Source: an optimization exercise on an open RTL-to-GDS flow (aim: small area and a short achievable clock period). Production flows keep margins and buffers that such runs may drop. At most, simulation tests tie the RTL to the original design; equivalence was not proved. No functional check of the RTL was part of run 3. Power figures rest on the tool's default switching activity, not on a simulated workload.

$ cat flow/design.v
package logo_key_pkg;
  typedef struct packed {
    logic [8-1:0] hi;    
    logic [8-1:0] lo;    
    logic [8-1:0] key;   
  } logo_pixel_t;
  typedef struct packed {
    logic [12-1:0] x;
    logic [11-1:0] y;
  } raster_pos_t;
  typedef struct packed {
    logic [12-1:0] x_start;
    logic [11-1:0] y_start;
    logic [12-1:0] x_end;
    logic [11-1:0] y_end;
  } window_t;
  typedef struct packed {
    logic [10-1:0] hi;
    logic [10-1:0] lo;
  } video_word_t;
  typedef struct packed {
    logic f;
    logic v;
    logic h;
  } hvf_t;
  typedef enum logic [4-1:0] {
    REG_MODE    = 4'd0,
    REG_X_START = 4'd1,
    REG_Y_START = 4'd2,
    REG_X_END   = 4'd3,
    REG_Y_END   = 4'd4
  } reg_addr_e;
  typedef enum logic [2:0] {
    FS_IDLE,
    FS_FILL_FIRST,    
    FS_FILL_SECOND,   
    FS_REFILL         
  } fetch_state_e;
endpackage
`timescale 1ns/1ps
module raster_counter (
  input  logic                  Pclk_Rx,
  input  logic                  reset_n,
  input  logo_key_pkg::hvf_t    rx_hvf,
  input  logo_key_pkg::window_t window,     
  input  logo_key_pkg::window_t win_pend,   
  output logic                  frame_start,
  output logic                  in_window
);
  logic [12-1:0] x_cnt;
  logic [11-1:0] y_cnt;
  logic               h_d;   
  logic               v_d;
  logic               x_hit;   
  logic               y_hit;   
  logic [12-1:0] x_inc;
  logic [11-1:0] y_inc;
  logic               h_rise;
  logic               xz_w, xz_p, xi_w, xi_p;
  logic               yz_w, yz_p, yi_w, yi_p, yc_p;
  logic               x_hit_nx, y_hit_nx;
  assign x_inc = x_cnt + 1'b1;
  assign y_inc = y_cnt + 1'b1;
  assign xz_w = (window.x_start == '0) && (window.x_end != '0);
  assign xz_p = (win_pend.x_start == '0) && (win_pend.x_end != '0);
  assign xi_w = (x_inc >= window.x_start) && (x_inc < window.x_end);
  assign xi_p = (x_inc >= win_pend.x_start) && (x_inc < win_pend.x_end);
  assign yz_w = (window.y_start == '0) && (window.y_end != '0);
  assign yz_p = (win_pend.y_start == '0) && (win_pend.y_end != '0);
  assign yi_w = (y_inc >= window.y_start) && (y_inc < window.y_end);
  assign yi_p = (y_inc >= win_pend.y_start) && (y_inc < win_pend.y_end);
  assign yc_p = (y_cnt >= win_pend.y_start) && (y_cnt < win_pend.y_end);
  assign frame_start = v_d && !rx_hvf.v;
  assign h_rise      = rx_hvf.h && !h_d;
  always_comb
  begin
    if (rx_hvf.h)
      x_hit_nx = frame_start ? xz_p : xz_w;
    else
      x_hit_nx = frame_start ? xi_p : xi_w;
    if (h_rise)
    begin
      if (rx_hvf.v)
        y_hit_nx = frame_start ? yz_p : yz_w;
      else
        y_hit_nx = frame_start ? yi_p : yi_w;
    end
    else
      y_hit_nx = frame_start ? yc_p : y_hit;
  end
  always_ff @(posedge Pclk_Rx or negedge reset_n)
  begin
    if (!reset_n)
    begin
      x_cnt <= '0;
      y_cnt <= '0;
      h_d   <= 1'b0;
      v_d   <= 1'b0;
      x_hit <= 1'b0;
      y_hit <= 1'b0;
    end
    else
    begin
      h_d   <= rx_hvf.h;
      v_d   <= rx_hvf.v;
      x_hit <= x_hit_nx;
      y_hit <= y_hit_nx;
      if (rx_hvf.h)
        x_cnt <= '0;
      else
        x_cnt <= x_inc;
      if (h_rise)   
      begin
        if (rx_hvf.v)
          y_cnt <= '0;   
        else
          y_cnt <= y_inc;
      end
    end
  end
  assign in_window = !rx_hvf.h && !rx_hvf.v && x_hit && y_hit;
endmodule
`timescale 1ns/1ps
module key_regs (
  input  logic                      Pclk_Rx,
  input  logic                      reset_n,
  input  logic                      reg_wr,
  input  logic [4-1:0] reg_addr,
  input  logic [16-1:0]      reg_data,
  input  logic                      frame_start,
  output logo_key_pkg::window_t     win_pend,     
  output logo_key_pkg::window_t     window,       
  output logic                      key_enable
);
  logic en_pend;
  always_ff @(posedge Pclk_Rx or negedge reset_n)
  begin
    if (!reset_n)
    begin
      win_pend <= '0;
      en_pend  <= 1'b0;
    end
    else if (reg_wr)
    begin
      case (reg_addr)
        logo_key_pkg::REG_MODE:    en_pend          <= reg_data[0];
        logo_key_pkg::REG_X_START: win_pend.x_start <= reg_data[12-1:0];
        logo_key_pkg::REG_Y_START: win_pend.y_start <= reg_data[11-1:0];
        logo_key_pkg::REG_X_END:   win_pend.x_end   <= reg_data[12-1:0];
        logo_key_pkg::REG_Y_END:   win_pend.y_end   <= reg_data[11-1:0];
        default: ;   
      endcase
    end
  end
  always_ff @(posedge Pclk_Rx or negedge reset_n)
  begin
    if (!reset_n)
    begin
      window     <= '0;   
      key_enable <= 1'b0;
    end
    else if (frame_start)
    begin
      window     <= win_pend;
      key_enable <= en_pend;
    end
  end
endmodule
`timescale 1ns/1ps
module logo_fetch_fsm (
  input  logic Pclk_Rx,
  input  logic reset_n,
  input  logic frame_start,
  input  logic refill_need,
  input  logic mem_valid,
  output logic fetch_req,
  output logic fetch_restart
);
  logo_key_pkg::fetch_state_e state;
  logic [5:0]   word_cnt;     
  logic         pending;      
  logic         burst_done;
  assign burst_done = mem_valid && (word_cnt == 6'(48 - 1));
  always_ff @(posedge Pclk_Rx or negedge reset_n)
  begin
    if (!reset_n)
    begin
      state         <= logo_key_pkg::FS_IDLE;
      word_cnt      <= '0;
      pending       <= 1'b0;
      fetch_req     <= 1'b0;
      fetch_restart <= 1'b0;
    end
    else
    begin
      fetch_req     <= 1'b0;   
      fetch_restart <= 1'b0;
      if (frame_start)
      begin
        state         <= logo_key_pkg::FS_FILL_FIRST;
        word_cnt      <= '0;
        pending       <= 1'b0;
        fetch_req     <= 1'b1;
        fetch_restart <= 1'b1;
      end
      else
      begin
        if (mem_valid)
          word_cnt <= burst_done ? '0 : word_cnt + 1'b1;
        case (state)
          logo_key_pkg::FS_IDLE:
            if (refill_need)
            begin
              fetch_req <= 1'b1;
              state     <= logo_key_pkg::FS_REFILL;
            end
          logo_key_pkg::FS_FILL_FIRST:
          begin
            if (refill_need)
              pending <= 1'b1;
            if (burst_done)
            begin
              fetch_req <= 1'b1;   
              state     <= logo_key_pkg::FS_FILL_SECOND;
            end
          end
          default:  
            if (burst_done)
            begin
              if (pending || refill_need)
              begin
                fetch_req <= 1'b1;
                pending   <= 1'b0;
                state     <= logo_key_pkg::FS_REFILL;
              end
              else
                state <= logo_key_pkg::FS_IDLE;
            end
            else if (refill_need)
              pending <= 1'b1;
        endcase
      end
    end
  end
endmodule
`timescale 1ns/1ps
module logo_buffer (
  input  logic        Pclk_Rx,
  input  logic        reset_n,
  input  logic        frame_start,
  input  logic        in_window,
  input  logic        mem_valid,
  input  logic [23:0] mem_pixel,
  output logic [23:0] logo_pixel,    
  output logic        refill_need
);
  localparam int PTR_W = $clog2(96);
  localparam logic [PTR_W-1:0] LAST = PTR_W'(96 - 1);
  localparam logic [PTR_W-1:0] HALF_LAST = PTR_W'(48 - 1);
  logic [23:0] ring [0:96-1];
  logic [PTR_W-1:0] wr_ptr;
  logic [PTR_W-1:0] rd_ptr;
  logic [PTR_W-1:0] rd_nxt;    
  logic [23:0] nxt_word;       
  logic [96-1:0] nxt_sel;
  logic wr_at_rd, wr_at_nxt, wr_at_0;
  always_ff @(posedge Pclk_Rx)
  begin
    if (mem_valid)
      ring[wr_ptr] <= mem_pixel;
  end
  always_comb
  begin
    nxt_word = '0;
    for (int i = 0; i < 96; i++)
    begin
      nxt_sel[i] = (rd_nxt == PTR_W'(i));
      nxt_word = nxt_word | (ring[i] & {24{nxt_sel[i]}});
    end
  end
  assign wr_at_rd  = mem_valid && (wr_ptr == rd_ptr);
  assign wr_at_nxt = mem_valid && (wr_ptr == rd_nxt);
  assign wr_at_0   = mem_valid && (wr_ptr == '0);
  always_ff @(posedge Pclk_Rx)
  begin
    if (frame_start)
      logo_pixel <= wr_at_0 ? mem_pixel : ring[0];
    else if (in_window)
      logo_pixel <= wr_at_nxt ? mem_pixel : nxt_word;
    else if (wr_at_rd)
      logo_pixel <= mem_pixel;
  end
  always_ff @(posedge Pclk_Rx or negedge reset_n)
  begin
    if (!reset_n)
    begin
      wr_ptr      <= '0;
      rd_ptr      <= '0;
      rd_nxt      <= PTR_W'(1);
      refill_need <= 1'b0;
    end
    else if (frame_start)
    begin
      wr_ptr      <= '0;
      rd_ptr      <= '0;
      rd_nxt      <= PTR_W'(1);
      refill_need <= 1'b0;
    end
    else
    begin
      if (mem_valid)
        wr_ptr <= (wr_ptr == LAST) ? '0 : wr_ptr + 1'b1;
      if (in_window)
      begin
        rd_ptr <= rd_nxt;
        rd_nxt <= (rd_nxt == LAST) ? '0 : rd_nxt + 1'b1;
      end
      refill_need <= in_window && (rd_ptr == HALF_LAST || rd_ptr == LAST);
    end
  end
endmodule
`timescale 1ns/1ps
module blend_csa (
  input  logic [7:0]  fg,
  input  logic [7:0]  bg,
  input  logic [7:0]  key,
  output logic [15:0] s,
  output logic [15:0] c
);
  wire [7:0] m0 = key[0] ? fg : bg;
  wire [7:0] m1 = key[1] ? fg : bg;
  wire [7:0] m2 = key[2] ? fg : bg;
  wire [7:0] m3 = key[3] ? fg : bg;
  wire [7:0] m4 = key[4] ? fg : bg;
  wire [7:0] m5 = key[5] ? fg : bg;
  wire [7:0] m6 = key[6] ? fg : bg;
  wire [7:0] m7 = key[7] ? fg : bg;
  wire ts0 = m0[5] ^ m1[4];
  wire tc0 = m0[5] & m1[4];
  wire ts1 = m0[6] ^ m1[5] ^ m2[4];
  wire tc1 = (m0[6] & m1[5]) | (m0[6] & m2[4]) | (m1[5] & m2[4]);
  wire ts2 = m3[3] ^ m4[2];
  wire tc2 = m3[3] & m4[2];
  wire ts3 = m0[7] ^ m1[6] ^ m2[5];
  wire tc3 = (m0[7] & m1[6]) | (m0[7] & m2[5]) | (m1[6] & m2[5]);
  wire ts4 = m3[4] ^ m4[3] ^ m5[2];
  wire tc4 = (m3[4] & m4[3]) | (m3[4] & m5[2]) | (m4[3] & m5[2]);
  wire ts5 = m6[1] ^ m7[0];
  wire tc5 = m6[1] & m7[0];
  wire ts6 = m1[7] ^ m2[6] ^ m3[5];
  wire tc6 = (m1[7] & m2[6]) | (m1[7] & m3[5]) | (m2[6] & m3[5]);
  wire ts7 = m4[4] ^ m5[3] ^ m6[2];
  wire tc7 = (m4[4] & m5[3]) | (m4[4] & m6[2]) | (m5[3] & m6[2]);
  wire ts8 = m2[7] ^ m3[6] ^ m4[5];
  wire tc8 = (m2[7] & m3[6]) | (m2[7] & m4[5]) | (m3[6] & m4[5]);
  wire ts9 = m0[3] ^ m1[2];
  wire tc9 = m0[3] & m1[2];
  wire ts10 = m0[4] ^ m1[3] ^ m2[2];
  wire tc10 = (m0[4] & m1[3]) | (m0[4] & m2[2]) | (m1[3] & m2[2]);
  wire ts11 = m3[1] ^ m4[0];
  wire tc11 = m3[1] & m4[0];
  wire ts12 = m2[3] ^ m3[2] ^ m4[1];
  wire tc12 = (m2[3] & m3[2]) | (m2[3] & m4[1]) | (m3[2] & m4[1]);
  wire ts13 = m5[0] ^ bg[5] ^ ts0;
  wire tc13 = (m5[0] & bg[5]) | (m5[0] & ts0) | (bg[5] & ts0);
  wire ts14 = m5[1] ^ m6[0] ^ bg[6];
  wire tc14 = (m5[1] & m6[0]) | (m5[1] & bg[6]) | (m6[0] & bg[6]);
  wire ts15 = ts1 ^ ts2 ^ tc0;
  wire tc15 = (ts1 & ts2) | (ts1 & tc0) | (ts2 & tc0);
  wire ts16 = bg[7] ^ ts3 ^ ts4;
  wire tc16 = (bg[7] & ts3) | (bg[7] & ts4) | (ts3 & ts4);
  wire ts17 = ts5 ^ tc1 ^ tc2;
  wire tc17 = (ts5 & tc1) | (ts5 & tc2) | (tc1 & tc2);
  wire ts18 = m7[1] ^ ts6 ^ ts7;
  wire tc18 = (m7[1] & ts6) | (m7[1] & ts7) | (ts6 & ts7);
  wire ts19 = tc3 ^ tc4 ^ tc5;
  wire tc19 = (tc3 & tc4) | (tc3 & tc5) | (tc4 & tc5);
  wire ts20 = m5[4] ^ m6[3] ^ m7[2];
  wire tc20 = (m5[4] & m6[3]) | (m5[4] & m7[2]) | (m6[3] & m7[2]);
  wire ts21 = ts8 ^ tc6 ^ tc7;
  wire tc21 = (ts8 & tc6) | (ts8 & tc7) | (tc6 & tc7);
  wire ts22 = m3[7] ^ m4[6] ^ m5[5];
  wire tc22 = (m3[7] & m4[6]) | (m3[7] & m5[5]) | (m4[6] & m5[5]);
  wire ts23 = m6[4] ^ m7[3] ^ tc8;
  wire tc23 = (m6[4] & m7[3]) | (m6[4] & tc8) | (m7[3] & tc8);
  wire ts24 = m4[7] ^ m5[6] ^ m6[5];
  wire tc24 = (m4[7] & m5[6]) | (m4[7] & m6[5]) | (m5[6] & m6[5]);
  wire ts25 = m0[2] ^ m1[1];
  wire tc25 = m0[2] & m1[1];
  wire ts26 = m2[1] ^ m3[0] ^ bg[3];
  wire tc26 = (m2[1] & m3[0]) | (m2[1] & bg[3]) | (m3[0] & bg[3]);
  wire ts27 = bg[4] ^ ts10 ^ ts11;
  wire tc27 = (bg[4] & ts10) | (bg[4] & ts11) | (ts10 & ts11);
  wire ts28 = ts12 ^ ts13 ^ tc10;
  wire tc28 = (ts12 & ts13) | (ts12 & tc10) | (ts13 & tc10);
  wire ts29 = ts14 ^ ts15 ^ tc12;
  wire tc29 = (ts14 & ts15) | (ts14 & tc12) | (ts15 & tc12);
  wire ts30 = ts16 ^ ts17 ^ tc14;
  wire tc30 = (ts16 & ts17) | (ts16 & tc14) | (ts17 & tc14);
  wire ts31 = ts18 ^ ts19 ^ tc16;
  wire tc31 = (ts18 & ts19) | (ts18 & tc16) | (ts19 & tc16);
  wire ts32 = ts20 ^ ts21 ^ tc18;
  wire tc32 = (ts20 & ts21) | (ts20 & tc18) | (ts21 & tc18);
  wire ts33 = ts22 ^ ts23 ^ tc20;
  wire tc33 = (ts22 & ts23) | (ts22 & tc20) | (ts23 & tc20);
  wire ts34 = m7[4] ^ ts24 ^ tc22;
  wire tc34 = (m7[4] & ts24) | (m7[4] & tc22) | (ts24 & tc22);
  wire ts35 = m5[7] ^ m6[6] ^ m7[5];
  wire tc35 = (m5[7] & m6[6]) | (m5[7] & m7[5]) | (m6[6] & m7[5]);
  wire ts36 = m0[1] ^ m1[0];
  wire tc36 = m0[1] & m1[0];
  wire ts37 = m2[0] ^ bg[2] ^ ts25;
  wire tc37 = (m2[0] & bg[2]) | (m2[0] & ts25) | (bg[2] & ts25);
  wire ts38 = ts9 ^ ts26 ^ tc25;
  wire tc38 = (ts9 & ts26) | (ts9 & tc25) | (ts26 & tc25);
  wire ts39 = tc9 ^ ts27 ^ tc26;
  wire tc39 = (tc9 & ts27) | (tc9 & tc26) | (ts27 & tc26);
  wire ts40 = tc11 ^ ts28 ^ tc27;
  wire tc40 = (tc11 & ts28) | (tc11 & tc27) | (ts28 & tc27);
  wire ts41 = tc13 ^ ts29 ^ tc28;
  wire tc41 = (tc13 & ts29) | (tc13 & tc28) | (ts29 & tc28);
  wire ts42 = tc15 ^ ts30 ^ tc29;
  wire tc42 = (tc15 & ts30) | (tc15 & tc29) | (ts30 & tc29);
  wire ts43 = tc17 ^ ts31 ^ tc30;
  wire tc43 = (tc17 & ts31) | (tc17 & tc30) | (ts31 & tc30);
  wire ts44 = tc19 ^ ts32 ^ tc31;
  wire tc44 = (tc19 & ts32) | (tc19 & tc31) | (ts32 & tc31);
  wire ts45 = tc21 ^ ts33 ^ tc32;
  wire tc45 = (tc21 & ts33) | (tc21 & tc32) | (ts33 & tc32);
  wire ts46 = tc23 ^ ts34 ^ tc33;
  wire tc46 = (tc23 & ts34) | (tc23 & tc33) | (ts34 & tc33);
  wire ts47 = tc24 ^ ts35 ^ tc34;
  wire tc47 = (tc24 & ts35) | (tc24 & tc34) | (ts35 & tc34);
  wire ts48 = m6[7] ^ m7[6] ^ tc35;
  wire tc48 = (m6[7] & m7[6]) | (m6[7] & tc35) | (m7[6] & tc35);
  assign s[0] = m0[0];
  assign c[0] = bg[0];
  assign s[1] = bg[1];
  assign c[1] = ts36;
  assign s[2] = ts37;
  assign c[2] = tc36;
  assign s[3] = ts38;
  assign c[3] = tc37;
  assign s[4] = ts39;
  assign c[4] = tc38;
  assign s[5] = ts40;
  assign c[5] = tc39;
  assign s[6] = ts41;
  assign c[6] = tc40;
  assign s[7] = ts42;
  assign c[7] = tc41;
  assign s[8] = ts43;
  assign c[8] = tc42;
  assign s[9] = ts44;
  assign c[9] = tc43;
  assign s[10] = ts45;
  assign c[10] = tc44;
  assign s[11] = ts46;
  assign c[11] = tc45;
  assign s[12] = ts47;
  assign c[12] = tc46;
  assign s[13] = ts48;
  assign c[13] = tc47;
  assign s[14] = m7[7];
  assign c[14] = tc48;
  assign s[15] = 1'b0;
  assign c[15] = 1'b0;
endmodule
module blend_add (
  input  logic [15:0] s,
  input  logic [15:0] c,
  output logic [7:0]  q
);
  wire [15:0] g0 = s & c;
  wire [15:0] p0 = s ^ c;
  wire [15:0] g1, p1;
  assign g1[0] = g0[0];
  assign p1[0] = p0[0];
  assign g1[1] = g0[1] | (p0[1] & g0[0]);
  assign p1[1] = p0[1] & p0[0];
  assign g1[2] = g0[2] | (p0[2] & g0[1]);
  assign p1[2] = p0[2] & p0[1];
  assign g1[3] = g0[3] | (p0[3] & g0[2]);
  assign p1[3] = p0[3] & p0[2];
  assign g1[4] = g0[4] | (p0[4] & g0[3]);
  assign p1[4] = p0[4] & p0[3];
  assign g1[5] = g0[5] | (p0[5] & g0[4]);
  assign p1[5] = p0[5] & p0[4];
  assign g1[6] = g0[6] | (p0[6] & g0[5]);
  assign p1[6] = p0[6] & p0[5];
  assign g1[7] = g0[7] | (p0[7] & g0[6]);
  assign p1[7] = p0[7] & p0[6];
  assign g1[8] = g0[8] | (p0[8] & g0[7]);
  assign p1[8] = p0[8] & p0[7];
  assign g1[9] = g0[9] | (p0[9] & g0[8]);
  assign p1[9] = p0[9] & p0[8];
  assign g1[10] = g0[10] | (p0[10] & g0[9]);
  assign p1[10] = p0[10] & p0[9];
  assign g1[11] = g0[11] | (p0[11] & g0[10]);
  assign p1[11] = p0[11] & p0[10];
  assign g1[12] = g0[12] | (p0[12] & g0[11]);
  assign p1[12] = p0[12] & p0[11];
  assign g1[13] = g0[13] | (p0[13] & g0[12]);
  assign p1[13] = p0[13] & p0[12];
  assign g1[14] = g0[14] | (p0[14] & g0[13]);
  assign p1[14] = p0[14] & p0[13];
  assign g1[15] = g0[15] | (p0[15] & g0[14]);
  assign p1[15] = p0[15] & p0[14];
  wire [15:0] g2, p2;
  assign g2[0] = g1[0];
  assign p2[0] = p1[0];
  assign g2[1] = g1[1];
  assign p2[1] = p1[1];
  assign g2[2] = g1[2] | (p1[2] & g1[0]);
  assign p2[2] = p1[2] & p1[0];
  assign g2[3] = g1[3] | (p1[3] & g1[1]);
  assign p2[3] = p1[3] & p1[1];
  assign g2[4] = g1[4] | (p1[4] & g1[2]);
  assign p2[4] = p1[4] & p1[2];
  assign g2[5] = g1[5] | (p1[5] & g1[3]);
  assign p2[5] = p1[5] & p1[3];
  assign g2[6] = g1[6] | (p1[6] & g1[4]);
  assign p2[6] = p1[6] & p1[4];
  assign g2[7] = g1[7] | (p1[7] & g1[5]);
  assign p2[7] = p1[7] & p1[5];
  assign g2[8] = g1[8] | (p1[8] & g1[6]);
  assign p2[8] = p1[8] & p1[6];
  assign g2[9] = g1[9] | (p1[9] & g1[7]);
  assign p2[9] = p1[9] & p1[7];
  assign g2[10] = g1[10] | (p1[10] & g1[8]);
  assign p2[10] = p1[10] & p1[8];
  assign g2[11] = g1[11] | (p1[11] & g1[9]);
  assign p2[11] = p1[11] & p1[9];
  assign g2[12] = g1[12] | (p1[12] & g1[10]);
  assign p2[12] = p1[12] & p1[10];
  assign g2[13] = g1[13] | (p1[13] & g1[11]);
  assign p2[13] = p1[13] & p1[11];
  assign g2[14] = g1[14] | (p1[14] & g1[12]);
  assign p2[14] = p1[14] & p1[12];
  assign g2[15] = g1[15] | (p1[15] & g1[13]);
  assign p2[15] = p1[15] & p1[13];
  wire [15:0] g3, p3;
  assign g3[0] = g2[0];
  assign p3[0] = p2[0];
  assign g3[1] = g2[1];
  assign p3[1] = p2[1];
  assign g3[2] = g2[2];
  assign p3[2] = p2[2];
  assign g3[3] = g2[3];
  assign p3[3] = p2[3];
  assign g3[4] = g2[4] | (p2[4] & g2[0]);
  assign p3[4] = p2[4] & p2[0];
  assign g3[5] = g2[5] | (p2[5] & g2[1]);
  assign p3[5] = p2[5] & p2[1];
  assign g3[6] = g2[6] | (p2[6] & g2[2]);
  assign p3[6] = p2[6] & p2[2];
  assign g3[7] = g2[7] | (p2[7] & g2[3]);
  assign p3[7] = p2[7] & p2[3];
  assign g3[8] = g2[8] | (p2[8] & g2[4]);
  assign p3[8] = p2[8] & p2[4];
  assign g3[9] = g2[9] | (p2[9] & g2[5]);
  assign p3[9] = p2[9] & p2[5];
  assign g3[10] = g2[10] | (p2[10] & g2[6]);
  assign p3[10] = p2[10] & p2[6];
  assign g3[11] = g2[11] | (p2[11] & g2[7]);
  assign p3[11] = p2[11] & p2[7];
  assign g3[12] = g2[12] | (p2[12] & g2[8]);
  assign p3[12] = p2[12] & p2[8];
  assign g3[13] = g2[13] | (p2[13] & g2[9]);
  assign p3[13] = p2[13] & p2[9];
  assign g3[14] = g2[14] | (p2[14] & g2[10]);
  assign p3[14] = p2[14] & p2[10];
  assign g3[15] = g2[15] | (p2[15] & g2[11]);
  assign p3[15] = p2[15] & p2[11];
  wire [15:0] g4, p4;
  assign g4[0] = g3[0];
  assign p4[0] = p3[0];
  assign g4[1] = g3[1];
  assign p4[1] = p3[1];
  assign g4[2] = g3[2];
  assign p4[2] = p3[2];
  assign g4[3] = g3[3];
  assign p4[3] = p3[3];
  assign g4[4] = g3[4];
  assign p4[4] = p3[4];
  assign g4[5] = g3[5];
  assign p4[5] = p3[5];
  assign g4[6] = g3[6];
  assign p4[6] = p3[6];
  assign g4[7] = g3[7];
  assign p4[7] = p3[7];
  assign g4[8] = g3[8] | (p3[8] & g3[0]);
  assign p4[8] = p3[8] & p3[0];
  assign g4[9] = g3[9] | (p3[9] & g3[1]);
  assign p4[9] = p3[9] & p3[1];
  assign g4[10] = g3[10] | (p3[10] & g3[2]);
  assign p4[10] = p3[10] & p3[2];
  assign g4[11] = g3[11] | (p3[11] & g3[3]);
  assign p4[11] = p3[11] & p3[3];
  assign g4[12] = g3[12] | (p3[12] & g3[4]);
  assign p4[12] = p3[12] & p3[4];
  assign g4[13] = g3[13] | (p3[13] & g3[5]);
  assign p4[13] = p3[13] & p3[5];
  assign g4[14] = g3[14] | (p3[14] & g3[6]);
  assign p4[14] = p3[14] & p3[6];
  assign g4[15] = g3[15] | (p3[15] & g3[7]);
  assign p4[15] = p3[15] & p3[7];
  assign q[0] = p0[8] ^ g4[7];
  assign q[1] = p0[9] ^ g4[8];
  assign q[2] = p0[10] ^ g4[9];
  assign q[3] = p0[11] ^ g4[10];
  assign q[4] = p0[12] ^ g4[11];
  assign q[5] = p0[13] ^ g4[12];
  assign q[6] = p0[14] ^ g4[13];
  assign q[7] = p0[15] ^ g4[14];
endmodule
module video_keyer (
  input  logic        Pclk_Rx,
  input  logic        reset_n,
  input  logic [19:0] rx_data,      
  input  logic [2:0]  rx_hvf,
  input  logic [23:0] logo_pixel,   
  input  logic        key_on,
  output logic [19:0] tx_data,
  output logic [2:0]  tx_hvf
);
  logic [19:0] s1_video;
  logic        s1_key_on;
  logic [2:0]  s1_hvf;
  logic [15:0] s1_s_hi, s1_c_hi, s1_s_lo, s1_c_lo;
  logic [15:0] s_hi, c_hi, s_lo, c_lo;
  logic [7:0]  q_hi, q_lo;
  blend_csa u_csa_hi (.fg(logo_pixel[23:16]), .bg(rx_data[19:12]), .key(logo_pixel[7:0]),
                      .s(s_hi), .c(c_hi));
  blend_csa u_csa_lo (.fg(logo_pixel[15:8]),  .bg(rx_data[9:2]),   .key(logo_pixel[7:0]),
                      .s(s_lo), .c(c_lo));
  always_ff @(posedge Pclk_Rx or negedge reset_n)
  begin
    if (!reset_n)
    begin
      s1_video  <= '0;
      s1_key_on <= 1'b0;
      s1_hvf    <= '0;
    end
    else
    begin
      s1_video  <= rx_data;
      s1_key_on <= key_on;
      s1_hvf    <= rx_hvf;
    end
  end
  always_ff @(posedge Pclk_Rx)
  begin
    s1_s_hi <= s_hi;
    s1_c_hi <= c_hi;
    s1_s_lo <= s_lo;
    s1_c_lo <= c_lo;
  end
  blend_add u_add_hi (.s(s1_s_hi), .c(s1_c_hi), .q(q_hi));
  blend_add u_add_lo (.s(s1_s_lo), .c(s1_c_lo), .q(q_lo));
  always_ff @(posedge Pclk_Rx or negedge reset_n)
  begin
    if (!reset_n)
    begin
      tx_data <= '0;
      tx_hvf  <= '0;
    end
    else
    begin
      if (s1_key_on)
        tx_data <= {q_hi, 2'b11, q_lo, 2'b11};
      else
        tx_data <= s1_video;
      tx_hvf <= s1_hvf;
    end
  end
endmodule
`timescale 1ns/1ps
module logo_key (
  input  logic                      Pclk_Rx,
  input  logic                      reset_n,
  input  logic [2*10-1:0] rx_data,     
  input  logic [2:0]                rx_hvf,      
  input  logic                      reg_wr,
  input  logic [4-1:0] reg_addr,
  input  logic [16-1:0]      reg_data,
  input  logic                      mem_valid,
  input  logic [3*8-1:0]   mem_pixel,   
  output logic [2*10-1:0] tx_data,     
  output logic [2:0]                tx_hvf,      
  output logic                      fetch_req,
  output logic                      fetch_restart
);
  logo_key_pkg::hvf_t    rx_sync;
  logo_key_pkg::window_t window;
  logo_key_pkg::window_t win_pend;
  logic [23:0] logo_pixel;
  logic        frame_start;
  logic        in_window;
  logic        key_enable;
  logic        refill_need;
  assign rx_sync = rx_hvf;
  raster_counter u_raster_counter (
    .Pclk_Rx     (Pclk_Rx),
    .reset_n     (reset_n),
    .rx_hvf      (rx_sync),
    .window      (window),
    .win_pend    (win_pend),
    .frame_start (frame_start),
    .in_window   (in_window)
  );
  key_regs u_key_regs (
    .Pclk_Rx     (Pclk_Rx),
    .reset_n     (reset_n),
    .reg_wr      (reg_wr),
    .reg_addr    (reg_addr),
    .reg_data    (reg_data),
    .frame_start (frame_start),
    .win_pend    (win_pend),
    .window      (window),
    .key_enable  (key_enable)
  );
  logo_fetch_fsm u_logo_fetch_fsm (
    .Pclk_Rx       (Pclk_Rx),
    .reset_n       (reset_n),
    .frame_start   (frame_start),
    .refill_need   (refill_need),
    .mem_valid     (mem_valid),
    .fetch_req     (fetch_req),
    .fetch_restart (fetch_restart)
  );
  logo_buffer u_logo_buffer (
    .Pclk_Rx     (Pclk_Rx),
    .reset_n     (reset_n),
    .frame_start (frame_start),
    .in_window   (in_window),
    .mem_valid   (mem_valid),
    .mem_pixel   (mem_pixel),
    .logo_pixel  (logo_pixel),
    .refill_need (refill_need)
  );
  video_keyer u_video_keyer (
    .Pclk_Rx    (Pclk_Rx),
    .reset_n    (reset_n),
    .rx_data    (rx_data),
    .rx_hvf     (rx_hvf),
    .logo_pixel (logo_pixel),
    .key_on     (in_window && key_enable),
    .tx_data    (tx_data),
    .tx_hvf     (tx_hvf)
  );
endmodule
$ cat flow/run.sh
#!/bin/bash
# synth_recipe.tcl (not shown) runs the flow's synth.tcl, then flattens the netlist and writes it again
# the make line also repeats each setting of config.mk as NAME=value (left out here)
make -C /OpenROAD-flow-scripts/flow DESIGN_CONFIG=/design/flow/config.mk WORK_HOME=/design/flow/orfs CLKGATE_MAP_FILE= SYNTH_SCRIPT=/design/flow/synth_recipe.tcl finish
$ cat flow/config.mk
export PLATFORM = sky130hd
export DESIGN_NAME = logo_key
export DESIGN_NICKNAME = logo_key
export VERILOG_FILES = /design/flow/design.v
export SDC_FILE = /design/flow/constraint.sdc
export NUM_CORES = 4
export LEC_CHECK = 0
export CAP_MARGIN = 20
export CORE_MARGIN = 2
export CORE_UTILIZATION = 40
export SETUP_SLACK_MARGIN = 4.8
export SLEW_MARGIN = 20
$ cat flow/constraint.sdc
create_clock -name core_clock -period 8.0 [get_ports {Pclk_Rx}]
set_input_delay 1.6000 -clock core_clock [delete_from_list [all_inputs] [get_ports {Pclk_Rx}]]
set_output_delay 1.6000 -clock core_clock [all_outputs]
set_load 0.01 [all_outputs]
==> results of run 1 <==
-- routing by layer --
metal  GRT usage (%)  part of all wire, %  vias up
li1                -                    -    25900
met1            39.2                   34    34700
met2            46.5                   43     6292
met3            11.1                   16     1408
met4            17.7                  7.1       24
met5           0.167                0.053        -
-- final cells by class --
type	count	area, um^2
fill	20700	129000
inverter	183	702
antenna	19	47.5
sequential	2587	76100
multi-input combinational	3079	25800
tap	3348	4190
clock inverter	167	2100
clock buffer	284	6200
timing repair buffer	642	6920
-- where the power goes --
| group | total [mW] | switching (mW) | internal, mW |
|---|---|---|---|
| registers | 15.3 | 0.243 | 15.1 |
| logic | 2.43 | 1.46 | 0.964 |
| clock network | 12.1 | 5.27 | 6.85 |
-- final timing paths --
kind,from,end,cells past startpoint
hold reg to reg,u_video_keyer.s1_hvf[2],u_video_keyer.tx_hvf[2],0
max in group asynchronous,reset_n,u_raster_counter.y_cnt[4],2
setup reg to reg,u_logo_buffer.rd_nxt[0],u_logo_buffer.logo_pixel[16],10
hold / removal,u_video_keyer.s1_hvf[2],u_video_keyer.tx_hvf[2],0
min in group asynchronous,reset_n,u_logo_fetch_fsm.fetch_restart,1
setup / recovery,u_logo_buffer.rd_nxt[0],u_logo_buffer.logo_pixel[16],10
-- worst max-delay path, stage by stage (launching register included) --
cell	delay, ns
sky130_fd_sc_hd__dfstp_2	0.62
sky130_fd_sc_hd__inv_4	0.06
sky130_fd_sc_hd__ha_4	0.21
sky130_fd_sc_hd__and4bb_4	0.28
sky130_fd_sc_hd__and2_4	0.23
sky130_fd_sc_hd__buf_8	0.22
sky130_fd_sc_hd__a22oi_2	0.23
sky130_fd_sc_hd__nand4_1	0.31
sky130_fd_sc_hd__nor4_2	0.34
sky130_fd_sc_hd__nand4_1	0.55
sky130_fd_sc_hd__o21a_1	0.38
-- flip-flops by register name (all words and copies together) (netlist names), 11 cells and up --
signal,count
u_logo_buffer.logo_pixel,24
u_raster_counter.y_cnt,11
u_key_regs.window,46
u_video_keyer.tx_data,20
u_key_regs.win_pend,46
u_video_keyer.s1_c_lo,15
u_video_keyer.s1_c_hi,15
u_raster_counter.x_cnt,12
u_video_keyer.s1_s_hi,15
u_logo_buffer.ring,2304
u_video_keyer.s1_video,20
u_video_keyer.s1_s_lo,15
-- cell usage in the layout (no fill, tap or decap), types with 34 or more instances in the layout --
cell,instances
sky130_fd_sc_hd__bufinv_16,40
sky130_fd_sc_hd__buf_4,371
sky130_fd_sc_hd__a22oi_1,908
sky130_fd_sc_hd__clkinv_1,41
sky130_fd_sc_hd__nor2_4,107
sky130_fd_sc_hd__nor2_1,57
sky130_fd_sc_hd__fa_1,65
sky130_fd_sc_hd__inv_1,167
sky130_fd_sc_hd__edfxtp_1,2328
sky130_fd_sc_hd__buf_6,77
sky130_fd_sc_hd__and3_1,98
sky130_fd_sc_hd__buf_12,87
sky130_fd_sc_hd__a22oi_2,72
sky130_fd_sc_hd__a22o_1,45
sky130_fd_sc_hd__dfxtp_1,60
sky130_fd_sc_hd__a21oi_1,51
sky130_fd_sc_hd__clkinv_2,51
sky130_fd_sc_hd__mux2i_1,61
sky130_fd_sc_hd__nand4_1,160
sky130_fd_sc_hd__nor4_1,34
sky130_fd_sc_hd__and2_4,46
sky130_fd_sc_hd__o21ai_0,116
sky130_fd_sc_hd__ha_1,154
sky130_fd_sc_hd__mux2_2,88
sky130_fd_sc_hd__nand2_1,315
sky130_fd_sc_hd__dfrtp_1,189
sky130_fd_sc_hd__nand3_1,85
sky130_fd_sc_hd__clkbuf_1,39
sky130_fd_sc_hd__clkbuf_16,246
-- timing repair --
| item | CTS | global route |
|---|---|---|
| pin swaps | 173 | 121 |
| setup endpoints to repair | 2436 | 351 |
| resized for setup | 667 | 228 |
| hold endpoints to repair | 0 | 0 |
| buffers inserted | 189 | 68 |
| hold buffers | 0 | 0 |
| gates cloned | 9 | 6 |
-- logic make-up after synthesis --
kind of cell	Yosys count	share of synthesized area, %
buffers and inverters	528	2.09
multiplexers	178	1.89
adder cells (fa/ha/maj)	244	3.65
AO/OA/AOI/OAI	1402	10.3
AND/OR/NAND/NOR	1207	6.25
flip-flops	2587	75.4
XOR/XNOR	48	0.417
-- through the flow --
stage	instances	setup WS [ns]
2_1_floorplan	6194	4.02
3_3_place_gp	9565	2.54
3_5_place_dp	9567	2.54
4_1_cts	10200	4.41
5_1_grt	10300	4.39
6_report	10300	4.31
==> flow_metrics.env, run 1 <==
export IMPL_status="timing/DRC/antenna clean"
export IMPL_antenna_left=0
export IMPL_required_ns=8.64
export IMPL_drt_drc_violations_left=0
export IMPL_layout_worst_path_cycle_share_pct=46.1
export IMPL_number_of_global_route_vias_before_repair=62900
export IMPL_post_synth_most_frequent_cells="sky130_fd_sc_hd__edfxtp_1 (2,328), sky130_fd_sc_hd__a22oi_1 (980), sky130_fd_sc_hd__nand2_1 (322), sky130_fd_sc_hd__clkbuf_1 (261), sky130_fd_sc_hd__dfrtp_1 (198)"
export IMPL_endpoint_kind="flop"
export IMPL_hold_class="reg2reg"
export IMPL_grt_first_pass_wirelength_um=544000
export IMPL_place_port_buffers=91
export IMPL_leading_register_cell_type_out_of_synthesis="sky130_fd_sc_hd__edfxtp_1"
export IMPL_clk_path_buf_depth=3
export IMPL_clock_latency_ns=0.93
export IMPL_finalMaxSlewViolations=0
export IMPL_static_leakage_power_nw=41.9
export IMPL_dpl_instance_area_mm2=0.108
export IMPL_critical_path_class="reg2reg"
export IMPL_cts_clk_slew_worst_paths_ns=0.06
export IMPL_via_count=68300
export IMPL_final_hold_worst_slack_ns=0.358
export IMPL_area_growth_synth_to_final_pct=21.0
export IMPL_finalSetupViolCount=0
export IMPL_nets=7045
export IMPL_yosys_warnings=5
export IMPL_setup_slack_reg_to_reg_ns=4.31
export IMPL_maxSlewHeadroom_pct=19.8
export IMPL_maximum_clock_frequency_mhz=271
export IMPL_grt_antenna_before_repair=31
export IMPL_timing_clock_skew_ns=0.0960
export IMPL_crit_arrival_ns=4.33
export IMPL_ios=96
export IMPL_fp_coreArea_mm2=0.251
export IMPL_finalCriticalPeriod_ns=3.69
export IMPL_synth_seq_cells=2587
export IMPL_die_area_mm2=0.256
export IMPL_grt_setup_unrepaired="true"
export IMPL_setup_total_negative_slack_ns=0
export IMPL_cts_htree_levels=4
export IMPL_dieHeight_um=506
export IMPL_firstDrtPassIters=9
export IMPL_async_reset_ff_share_pct=7.69
export IMPL_grt_max_degree=98
export IMPL_cts_made_buffers=237
export IMPL_vias_per_cell=6.62
export IMPL_route_final_wire_length_um=413000
export IMPL_final_hold_vios=0
export IMPL_power_density_mw_per_mm2=245
export IMPL_drt_wirelength_per_cell_um=40.1
export IMPL_drive_gt1_share_pct=22.6
export IMPL_number_of_distinct_library_cell_variants_in_the_gate_level_netlist_after_synthesis=78
export IMPL_floorplan_die_width_um=506
export IMPL_post_route_cell_area_mm2=0.122
export IMPL_critPathLaunchType="flop"
export IMPL_yosysMostFrequentCell="sky130_fd_sc_hd__edfxtp_1"
export IMPL_clock_tree_root_cell="sky130_fd_sc_hd__clkbuf_16"
export IMPL_critical_path_peak_fanout=17
export IMPL_replace_congestion=0.887
export IMPL_vdd_ir_drop_worst_v=0.000248
export IMPL_count_of_mapped_cells_out_of_synthesis=6194
export IMPL_tritoncts="built"
export IMPL_post_synth_main_area_contributors="sky130_fd_sc_hd__edfxtp_1 (69%), sky130_fd_sc_hd__a22oi_1 (7.3%), sky130_fd_sc_hd__dfrtp_1 (4.9%), sky130_fd_sc_hd__ha_1 (2.0%), sky130_fd_sc_hd__fa_1 (1.7%)"
export IMPL_post_layout_total_power_mw=29.9
export IMPL_cts_sink_count=2587
export IMPL_rows=184
export IMPL_initial_core_util_pct=40.2
export IMPL_mapped_avg_cell_area_um2=16.3
export IMPL_postLayoutCoreUtil_pct=48.6
export IMPL_synth_sequential_area_ratio_pct=75.4
export IMPL_drt_iter0_markers=12700
export IMPL_max_cap_violations=0
export IMPL_groute_usage_overall_pct=31.1
export IMPL_net_count_after_synthesis=6509
export IMPL_yosysTopAreaCell="sky130_fd_sc_hd__edfxtp_1"
export IMPL_synthDominantCellAreaShare_pct=69.3
export IMPL_total_half_perimeter_wirelength_after_legalization_and_detailed_placement_um=225000
export IMPL_overflow=0
export IMPL_max_slew_worst_pin_slew_ns=1.20
export IMPL_synth_enable_flop_cells=2328
export IMPL_mapped_area_mm2=0.101
==> run 2, diff against run 1 <==
--- a/flow/config.mk
+++ b/flow/config.mk
@@ -8,5 +8,4 @@
 export CAP_MARGIN = 20
 export CORE_MARGIN = 2
 export CORE_UTILIZATION = 40
-export SETUP_SLACK_MARGIN = 4.8
 export SLEW_MARGIN = 20
==> run 2 against run 1 <==
  * Highest routed layer unchanged
  * Sequential cell count is the same
  * Fmax fell by 32%
  * Largest power group unchanged
  * Critical endpoint is now u_logo_buffer.logo_pixel[5]
  * Synthesized cell count is the same
==> flow_metrics.env, run 2 <==
export IMPL_synthDominantCellAreaShare_pct=69.3
export IMPL_comb_power_share_pct=7.8
export IMPL_synth_top_family_by_area="compound AO/OA/AOI/OAI gates"
export IMPL_required_ns=8.58
export IMPL_antenna_left=0
export IMPL_finalCriticalPeriod_ns=5.45
export IMPL_yosys_mux_area_fraction_pct=1.89
export IMPL_slowest_delay_ns=1.08
export IMPL_power_frac_seq_pct=52.1
export IMPL_grt_max_degree=123
export IMPL_cts_clk_slew_worst_paths_ns=0.07
export IMPL_grt_antenna_before_repair=23
export IMPL_drt_drc_violations_left=0
export IMPL_final_hold_vios=0
export IMPL_leading_register_cell_type_out_of_synthesis="sky130_fd_sc_hd__edfxtp_1"
export IMPL_route_final_wire_length_um=390000
export IMPL_groute_usage_overall_pct=29.7
export IMPL_cts_made_buffers=238
export IMPL_cts_htree_levels=4
export IMPL_synth_area_in_compound_gates_pct=10.3
export IMPL_replace_congestion=0.882
export IMPL_cellInternalPower_mw=22.5
export IMPL_yosys_warnings=5
export IMPL_via_count=65600
export IMPL_setup_total_negative_slack_ns=0
export IMPL_post_synth_main_area_contributors="sky130_fd_sc_hd__edfxtp_1 (69%), sky130_fd_sc_hd__a22oi_1 (7.3%), sky130_fd_sc_hd__dfrtp_1 (4.9%), sky130_fd_sc_hd__ha_1 (2.0%), sky130_fd_sc_hd__fa_1 (1.7%)"
export IMPL_ios=96
export IMPL_clk_path_buf_depth=3
export IMPL_timing_clock_skew_ns=0.0698
export IMPL_area_of_the_multi_input_gates_mm2=0.0236
export IMPL_drive_gt1_share_pct=14.0
export IMPL_maxSlewHeadroom_pct=12.6
export IMPL_post_synth_most_frequent_cells="sky130_fd_sc_hd__edfxtp_1 (2,328), sky130_fd_sc_hd__a22oi_1 (980), sky130_fd_sc_hd__nand2_1 (322), sky130_fd_sc_hd__clkbuf_1 (261), sky130_fd_sc_hd__dfrtp_1 (198)"
export IMPL_largest_register_ffs=2304
export IMPL_synth_sequential_area_ratio_pct=75.4
export IMPL_critical_path_peak_fanout=28
export IMPL_vdd_ir_drop_worst_v=0.000257
export IMPL_dieHeight_um=506
export IMPL_maximum_clock_frequency_mhz=183
export IMPL_finalMaxSlewViolations=0
export IMPL_static_leakage_power_nw=39.2
export IMPL_mapped_avg_cell_area_um2=16.3
export IMPL_initial_core_util_pct=40.2
export IMPL_final_seq_area_mm2=0.0761
export IMPL_finalSetupViolCount=0
export IMPL_drt_iter0_markers=13200
export IMPL_final_common_cell="sky130_fd_sc_hd__edfxtp_1"
export IMPL_critical_path_class="reg2reg"
export IMPL_fillerInstances=21300
export IMPL_largest_regs="u_logo_buffer.ring (2304), u_key_regs.win_pend (46), u_key_regs.window (46)"
export IMPL_timing_critical_path_mode_cell="sky130_fd_sc_hd__buf_4"
export IMPL_mapped_area_mm2=0.101
export IMPL_synth_enable_flop_cells=2328
export IMPL_max_cap_violations=0
export IMPL_reg2reg_depth=9
export IMPL_cts_hold_fix_buffers=0
export IMPL_layout_worst_path_cycle_share_pct=68.1
export IMPL_power_switching_share_pct=23.4
export IMPL_top_register="u_logo_buffer.ring"
export IMPL_count_of_mapped_cells_out_of_synthesis=6194
export IMPL_firstDrtPassIters=9
export IMPL_max_slew_worst_pin_slew_ns=1.30
export IMPL_critPathLaunchType="flop"
export IMPL_vias_per_cell=6.54
export IMPL_floorplan_die_width_um=506
export IMPL_most_common_layout_cells="sky130_fd_sc_hd__edfxtp_1 (2,328), sky130_fd_sc_hd__a22oi_1 (980), sky130_fd_sc_hd__nand2_1 (321), sky130_fd_sc_hd__buf_4 (301), sky130_fd_sc_hd__clkbuf_16 (240)"
export IMPL_synth_seq_cells=2587
export IMPL_power_frac_clock_pct=40.1
export IMPL_crit_arrival_ns=6.03
export IMPL_async_reset_ff_share_pct=7.69
export IMPL_cts_setup_buffers=0
export IMPL_yosysMostFrequentCell="sky130_fd_sc_hd__edfxtp_1"
export IMPL_yosys_area_share_xor_xnor_pct=0.417
export IMPL_area_growth_synth_to_final_pct=14.7
export IMPL_die_area_mm2=0.256
export IMPL_endpoint_kind="flop"
export IMPL_cp_max_stage_cell="sky130_fd_sc_hd__dfrtp_1"
export IMPL_place_port_buffers=91
export IMPL_postLayoutCoreUtil_pct=46.1
export IMPL_net_count_after_synthesis=6509
export IMPL_tritoncts="built"
export IMPL_fp_coreArea_mm2=0.251
export IMPL_overflow=0
export IMPL_critical_path_cell_chain="nor4bb_2 > buf_4 > and2_1 > buf_4 > a22oi_1 > nand2_1 > or4_1 > nor4_2 > a21oi_1"
export IMPL_synth_simple_area_share_pct=6.25
export IMPL_p_sw_mw=6.88
export IMPL_grt_setup_unrepaired="false"
export IMPL_nets=6776
export IMPL_grt_first_pass_wirelength_um=522000
export IMPL_total_half_perimeter_wirelength_after_legalization_and_detailed_placement_um=221000
export IMPL_drt_wirelength_per_cell_um=38.8
export IMPL_rows=184
export IMPL_power_density_mw_per_mm2=254
export IMPL_synth_fa_ha_area_share_pct=3.65
export IMPL_status="timing/DRC/antenna clean"
export IMPL_number_of_global_route_vias_before_repair=60900
export IMPL_yosysTopAreaCell="sky130_fd_sc_hd__edfxtp_1"
export IMPL_cts_resized=0
export IMPL_hold_class="reg2reg"
export IMPL_hold_path_depth=0
export IMPL_clock_tree_root_cell="sky130_fd_sc_hd__clkbuf_16"
export IMPL_cts_sink_count=2587
export IMPL_number_of_distinct_library_cell_variants_in_the_gate_level_netlist_after_synthesis=78
export IMPL_clock_latency_ns=0.92
run 2: final timing paths:
kind	start	endpoint	slack, ns
min in group asynchronous	reset_n	u_key_regs.win_pend[40]	0.87
worst max-delay path	u_logo_buffer.rd_nxt[6]	u_logo_buffer.logo_pixel[5]	2.55
worst min register to register	u_video_keyer.s1_hvf[2]	u_video_keyer.tx_hvf[2]	0.36
max in group asynchronous	reset_n	u_logo_buffer.rd_nxt[5]	5.82
worst max register to register	u_logo_buffer.rd_nxt[6]	u_logo_buffer.logo_pixel[5]	2.55
worst min-delay path	u_video_keyer.s1_hvf[2]	u_video_keyer.tx_hvf[2]	0.36
run 2: per-layer routing:
metal | global-route usage (%) | vias up | wire length, um
met3 | 8.85 | 1050 | 56500
met4 | 13.2 | 10 | 20800
li1 | - | 25300 | -
met1 | 39.3 | 33500 | 139000
met2 | 45.2 | 5749 | 173000
met5 | 0 | - | 100
run 2: layout make-up:
| class | count | area share (%) |
|---|---|---|
| repair buffers | 372 | 2.58 |
| well taps | 3348 | 3.62 |
| clock buffers | 295 | 5.41 |
| multi-input cells | 3079 | 20.4 |
| clock inverters | 153 | 1.53 |
| flip-flops and latches | 2587 | 65.8 |
| diodes | 16 | 0.0346 |
| inverters | 183 | 0.595 |
run 2: logic make-up after synthesis:
logic type | after synthesis
muxes | 178
and+or+nand+nor | 1207
AOI/OAI and AO/OA | 1402
buffers and inverters | 528
xor gates and xnor gates | 48
adders and majority gates | 244
DFF | 2587
run 2: worst max-delay path: cells and delay by family, from the launching register on:
kind	cells	cell delay (ns)
buffers and inverters	2	0.65
and+or+nand+nor	5	2.09
DFF	1	1.08
AOI/OAI and AO/OA	2	1.25
run 2: power groups by stage:
stage	clock (mW)	combinational [mW]	sequential, mW
floorplan	0	1.47	15.5
global placement	0	2.23	15.6
detailed placement	0	2.28	15.6
CTS	11.8	2.30	15.3
global route	12.3	2.63	15.4
finish	11.8	2.29	15.3
run 2: stage by stage:
stage / cell area [um^2] / hold slack (ns) / setup slack (ns) / total power, mW / cells
CTS: 116000 / 0.370 / 3.13 / 29.4 / 10000
detailed placement: 108000 / 0.346 / 2.42 / 17.9 / 9567
global placement: 108000 / 0.341 / 2.53 / 17.8 / 9567
finish: 116000 / 0.363 / 2.55 / 29.4 / 10000
floorplan: 101000 / 0.331 / 3.53 / 17.0 / 6194
global route: 116000 / 0.374 / 2.63 / 30.3 / 10000
==> run 3, diff against run 2 <==
--- a/flow/design.v
+++ b/flow/design.v
@@ -257,12 +257,15 @@
   localparam int PTR_W = $clog2(96);
   localparam logic [PTR_W-1:0] LAST = PTR_W'(96 - 1);
   localparam logic [PTR_W-1:0] HALF_LAST = PTR_W'(48 - 1);
+  localparam int NL = 8;                    
+  localparam int NG = 96 / NL;
   logic [23:0] ring [0:96-1];
   logic [PTR_W-1:0] wr_ptr;
   logic [PTR_W-1:0] rd_ptr;
   logic [PTR_W-1:0] rd_nxt;    
+  logic [NG-1:0]    nxt_grp;   
+  logic [NL-1:0]    nxt_lane;  
   logic [23:0] nxt_word;       
-  logic [96-1:0] nxt_sel;
   logic wr_at_rd, wr_at_nxt, wr_at_0;
   always_ff @(posedge Pclk_Rx)
   begin
@@ -273,10 +276,7 @@
   begin
     nxt_word = '0;
     for (int i = 0; i < 96; i++)
-    begin
-      nxt_sel[i] = (rd_nxt == PTR_W'(i));
-      nxt_word = nxt_word | (ring[i] & {24{nxt_sel[i]}});
-    end
+      nxt_word = nxt_word | (ring[i] & {24{nxt_grp[i / NL] & nxt_lane[i % NL]}});
   end
   assign wr_at_rd  = mem_valid && (wr_ptr == rd_ptr);
   assign wr_at_nxt = mem_valid && (wr_ptr == rd_nxt);
@@ -297,6 +297,8 @@
       wr_ptr      <= '0;
       rd_ptr      <= '0;
       rd_nxt      <= PTR_W'(1);
+      nxt_grp     <= NG'(1);
+      nxt_lane    <= NL'(2);
       refill_need <= 1'b0;
     end
     else if (frame_start)
@@ -304,6 +306,8 @@
       wr_ptr      <= '0;
       rd_ptr      <= '0;
       rd_nxt      <= PTR_W'(1);
+      nxt_grp     <= NG'(1);
+      nxt_lane    <= NL'(2);
       refill_need <= 1'b0;
     end
     else
@@ -312,8 +316,11 @@
         wr_ptr <= (wr_ptr == LAST) ? '0 : wr_ptr + 1'b1;
       if (in_window)
       begin
-        rd_ptr <= rd_nxt;
-        rd_nxt <= (rd_nxt == LAST) ? '0 : rd_nxt + 1'b1;
+        rd_ptr   <= rd_nxt;
+        rd_nxt   <= (rd_nxt == LAST) ? '0 : rd_nxt + 1'b1;
+        nxt_lane <= {nxt_lane[NL-2:0], nxt_lane[NL-1]};
+        if (nxt_lane[NL-1])
+          nxt_grp <= {nxt_grp[NG-2:0], nxt_grp[NG-1]};
       end
       refill_need <= in_window && (rd_ptr == HALF_LAST || rd_ptr == LAST);
     end
--- a/flow/config.mk
+++ b/flow/config.mk
@@ -8,4 +8,5 @@
 export CAP_MARGIN = 20
 export CORE_MARGIN = 2
 export CORE_UTILIZATION = 40
+export SETUP_SLACK_MARGIN = 4.8
 export SLEW_MARGIN = 20
==> run 3 against run 2 <==
  * Register-to-register slack better by 2.0 ns
  * Critical path depth is 1 lower
  * Fmax is 59% higher
  * Clock-buffer cell count is 42 higher
  * Sequential cell count is 20 higher
  * Via count is 13% higher
  * Core utilization is 1.3 points higher
  * Critical endpoint is now u_logo_buffer.logo_pixel[21]
  * Largest cell class unchanged
==> flow_metrics.env, run 3 <==
export IMPL_grt_antenna_before_repair=44
export IMPL_place_port_buffers=91
export IMPL_hold_path_depth=0
export IMPL_async_reset_ff_share_pct=8.40
export IMPL_overflow=0
export IMPL_floorplan_die_width_um=512
export IMPL_count_of_mapped_cells_out_of_synthesis=6474
export IMPL_final_hold_vios=0
export IMPL_crit_reg2reg_capture="u_logo_buffer.logo_pixel[21]"
export IMPL_initial_core_util_pct=40.2
export IMPL_mapped_avg_cell_area_um2=15.9
export IMPL_critical_path_class="reg2reg"
export IMPL_required_ns=8.61
export IMPL_clock_tree_root_cell="sky130_fd_sc_hd__clkbuf_16"
export IMPL_postLayoutCoreUtil_pct=47.4
export IMPL_synth_simple_area_share_pct=5.21
export IMPL_power_density_mw_per_mm2=251
export IMPL_nets=7223
export IMPL_synth_enable_flop_cells=2328
export IMPL_yosysTopAreaCell="sky130_fd_sc_hd__edfxtp_1"
export IMPL_cts_sink_count=2607
export IMPL_static_leakage_power_nw=40.0
export IMPL_antenna_left=0
export IMPL_most_common_layout_cells="sky130_fd_sc_hd__edfxtp_1 (2,328), sky130_fd_sc_hd__a22oi_1 (683), sky130_fd_sc_hd__buf_4 (339), sky130_fd_sc_hd__clkbuf_16 (290), sky130_fd_sc_hd__nand2_1 (217)"
export IMPL_endpoint_kind="flop"
export IMPL_post_synth_main_area_contributors="sky130_fd_sc_hd__edfxtp_1 (68%), sky130_fd_sc_hd__dfrtp_1 (5.2%), sky130_fd_sc_hd__a22oi_1 (5.0%), sky130_fd_sc_hd__ha_1 (1.9%), sky130_fd_sc_hd__fa_1 (1.6%)"
export IMPL_cts_made_buffers=282
export IMPL_leading_register_cell_type_out_of_synthesis="sky130_fd_sc_hd__edfxtp_1"
export IMPL_rows=186
export IMPL_timing_hold_worst_start="u_video_keyer.s1_hvf[2]"
export IMPL_ios=96
export IMPL_maximum_clock_frequency_mhz=292
export IMPL_drt_wirelength_per_cell_um=42.4
export IMPL_critical_path_peak_fanout=50
export IMPL_max_cap_violations=0
export IMPL_clock_latency_ns=0.97
export IMPL_setup_total_negative_slack_ns=0
export IMPL_clk_path_buf_depth=4
export IMPL_yosys_warnings=5
export IMPL_total_half_perimeter_wirelength_after_legalization_and_detailed_placement_um=242000
export IMPL_synth_fa_ha_area_share_pct=3.54
export IMPL_max_slew_worst_pin_slew_ns=1.18
export IMPL_finalMaxSlewViolations=0
export IMPL_setup_slack_reg_to_reg_ns=4.57
export IMPL_grt_first_pass_wirelength_um=587000
export IMPL_via_count=74100
export IMPL_finalCriticalPeriod_ns=3.43
export IMPL_synth_area_in_compound_gates_pct=12.2
export IMPL_cts_clk_slew_worst_paths_ns=0.06
export IMPL_die_area_mm2=0.262
export IMPL_maxSlewHeadroom_pct=21.3
export IMPL_yosys_mux_area_fraction_pct=1.79
export IMPL_largest_regs="u_logo_buffer.ring (2304), u_key_regs.win_pend (46), u_key_regs.window (46)"
export IMPL_cts_htree_levels=5
export IMPL_crit_arrival_ns=4.03
export IMPL_finalSetupViolCount=0
export IMPL_grt_setup_unrepaired="true"
export IMPL_vias_per_cell=7.04
export IMPL_yosys_area_share_xor_xnor_pct=0.382
export IMPL_largest_register_ffs=2304
export IMPL_firstDrtPassIters=9
export IMPL_timing_clock_skew_ns=0.0714
export IMPL_vdd_ir_drop_worst_v=0.000261
export IMPL_layout_worst_path_cycle_share_pct=42.8
export IMPL_replace_congestion=0.932
export IMPL_status="timing/DRC/antenna clean"
export IMPL_synth_sequential_area_ratio_pct=74.3
export IMPL_critPathLaunchType="flop"
export IMPL_worstSetupStartpoint="u_logo_buffer.nxt_lane[7]"
export IMPL_fp_coreArea_mm2=0.256
export IMPL_net_count_after_synthesis=6786
export IMPL_hold_class="reg2reg"
export IMPL_area_growth_synth_to_final_pct=17.9
export IMPL_synth_top_family_by_area="compound AO/OA/AOI/OAI gates"
export IMPL_reg2reg_depth=8
export IMPL_yosysMostFrequentCell="sky130_fd_sc_hd__edfxtp_1"
export IMPL_dieHeight_um=512
export IMPL_drive_gt1_share_pct=18.3
export IMPL_tritoncts="built"
export IMPL_synthDominantCellAreaShare_pct=67.8
export IMPL_final_common_cell="sky130_fd_sc_hd__edfxtp_1"
export IMPL_groute_usage_overall_pct=32.9
export IMPL_dpl_instance_area_mm2=0.110
export IMPL_grt_max_degree=110
export IMPL_synth_seq_cells=2607
export IMPL_holdPathEnd="u_video_keyer.tx_hvf[2]"
export IMPL_mapped_area_mm2=0.103
export IMPL_post_route_cell_area_mm2=0.122
export IMPL_number_of_global_route_vias_before_repair=66500
export IMPL_drt_iter0_markers=16600
export IMPL_r2r_start="u_logo_buffer.nxt_lane[7]"
export IMPL_drt_drc_violations_left=0
export IMPL_top_register="u_logo_buffer.ring"
export IMPL_number_of_distinct_library_cell_variants_in_the_gate_level_netlist_after_synthesis=83
export IMPL_route_final_wire_length_um=447000
export IMPL_post_synth_most_frequent_cells="sky130_fd_sc_hd__edfxtp_1 (2,328), sky130_fd_sc_hd__a22oi_1 (684), sky130_fd_sc_hd__nor2_1 (230), sky130_fd_sc_hd__nand2_1 (223), sky130_fd_sc_hd__dfrtp_1 (216)"
[run 3: changes by cell type in the layout (fill, tap and decap cells not counted), moves of 77 or more]
cell,change
sky130_fd_sc_hd__a22oi_1,-297
sky130_fd_sc_hd__o22ai_1,+178
sky130_fd_sc_hd__buf_6,+77
sky130_fd_sc_hd__a21oi_1,+133
sky130_fd_sc_hd__nand2_1,-104
sky130_fd_sc_hd__a32oi_1,+124
[run 3: cell families after synthesis]
family,count (synthesis)
compound gates,1716
xor+xnor,45
fa+ha+maj,241
buf+inv,631
flops,2607
mux,172
simple gates,1062
[run 3: cell type report]
class / count / area (um^2)
inverter: 198 / 776
sequential: 2607 / 76700
timing repair buffer: 586 / 5930
tap: 3384 / 4230
fill: 21600 / 135000
multi-input combinational: 3236 / 25400
antenna: 41 / 103
clock inverter: 134 / 993
clock buffer: 337 / 7440
[run 3: stage by stage]
stage	instances	total power [mW]	hold WS, ns	setup WS (ns)
2_1_floorplan	6474	17.3	0.331	4.02
3_3_place_gp	9789	18.3	0.344	2.50
3_5_place_dp	9796	18.3	0.340	2.56
4_1_cts	10400	30.5	0.366	4.71
5_1_grt	10500	31.4	0.378	4.66
6_report	10500	30.6	0.364	4.57
[run 3: report_power, final]
| group | switching [mW] | total, mW | internal (mW) |
|---|---|---|---|
| Clock | 5.36 | 12.4 | 7.05 |
| Sequential | 0.237 | 15.5 | 15.2 |
| Combinational | 1.66 | 2.70 | 1.04 |
| Total | 7.26 | 30.6 | 23.3 |
[run 3: critical path, stage by stage, from the launching register on]
cell and delay, ns:
sky130_fd_sc_hd__dfrtp_4 0.60, sky130_fd_sc_hd__buf_4 0.28, sky130_fd_sc_hd__inv_2 0.10, sky130_fd_sc_hd__buf_12 0.39
sky130_fd_sc_hd__o22ai_1 0.21, sky130_fd_sc_hd__nor2_2 0.53, sky130_fd_sc_hd__nand4_1 0.33, sky130_fd_sc_hd__nand4bb_1 0.26
sky130_fd_sc_hd__o211a_1 0.26
[run 3: worst max-delay path by stage]
stage                                   endpoint  slack, ns  depth (start not counted)
global placement       u_logo_buffer.ring[10][7]       2.50                          6
CTS                 u_logo_buffer.logo_pixel[17]       4.71                          9
detailed placement  u_logo_buffer.logo_pixel[17]       2.56                          7
finish              u_logo_buffer.logo_pixel[21]       4.57                          8
floorplan              u_video_keyer.s1_s_hi[10]       4.02                          7
global route              u_raster_counter.y_hit       4.66                         11
[run 3: layer usage]
metal / GRT usage [%] / vias to the layer above / wire [um]
met5: 0.694 / - / 790
li1: - / 27100 / -
met2: 45.9 / 7769 / 182000
met1: 41.6 / 37200 / 150000
met3: 15.0 / 1947 / 78600
met4: 20.1 / 42 / 34600
[run 3: timing repair]
item | 4_1_cts | 5_1_grt
resized for setup | 335 | 92
hold buffers | 0 | 0
buffers inserted | 172 | 41
cloned | 2 | 0
setup endpoints to repair | 1903 | 528
pin swaps | 83 | 29
hold endpoints to repair | 0 | 0

static timing again, ports no longer ideal:
In the flow no input, the clock included, has a driving cell. The finished layouts below were timed again as built, in two steps.
Step 1 assumes that a clkbuf_16 drives the clock port and a buf_2 every other input.
Step 2 moves the port delays by t, midway between the first and last clock arrival at a register: inputs arrive t later, outputs are due t later. That takes back most of the time a late clock gives input paths.
Slacks: ideal / step 1 / step 2; pairs: ideal / step 1.
run | t (ns) | setup WS [ns] | cell pins on the clock port's net
run 1 | 0.976 | 4.313 / 4.313 / 3.706 | 1
run 2 | 0.979 | 2.548 / 2.548 / 2.306 | 1
run 3 | 1.020 | 4.573 / 4.573 / 3.710 | 1
After both steps every run listed still meets setup and hold. The setup slack of run 3, which loses most, moves by 0.000 ns with the drivers and by -0.863 ns with both steps.
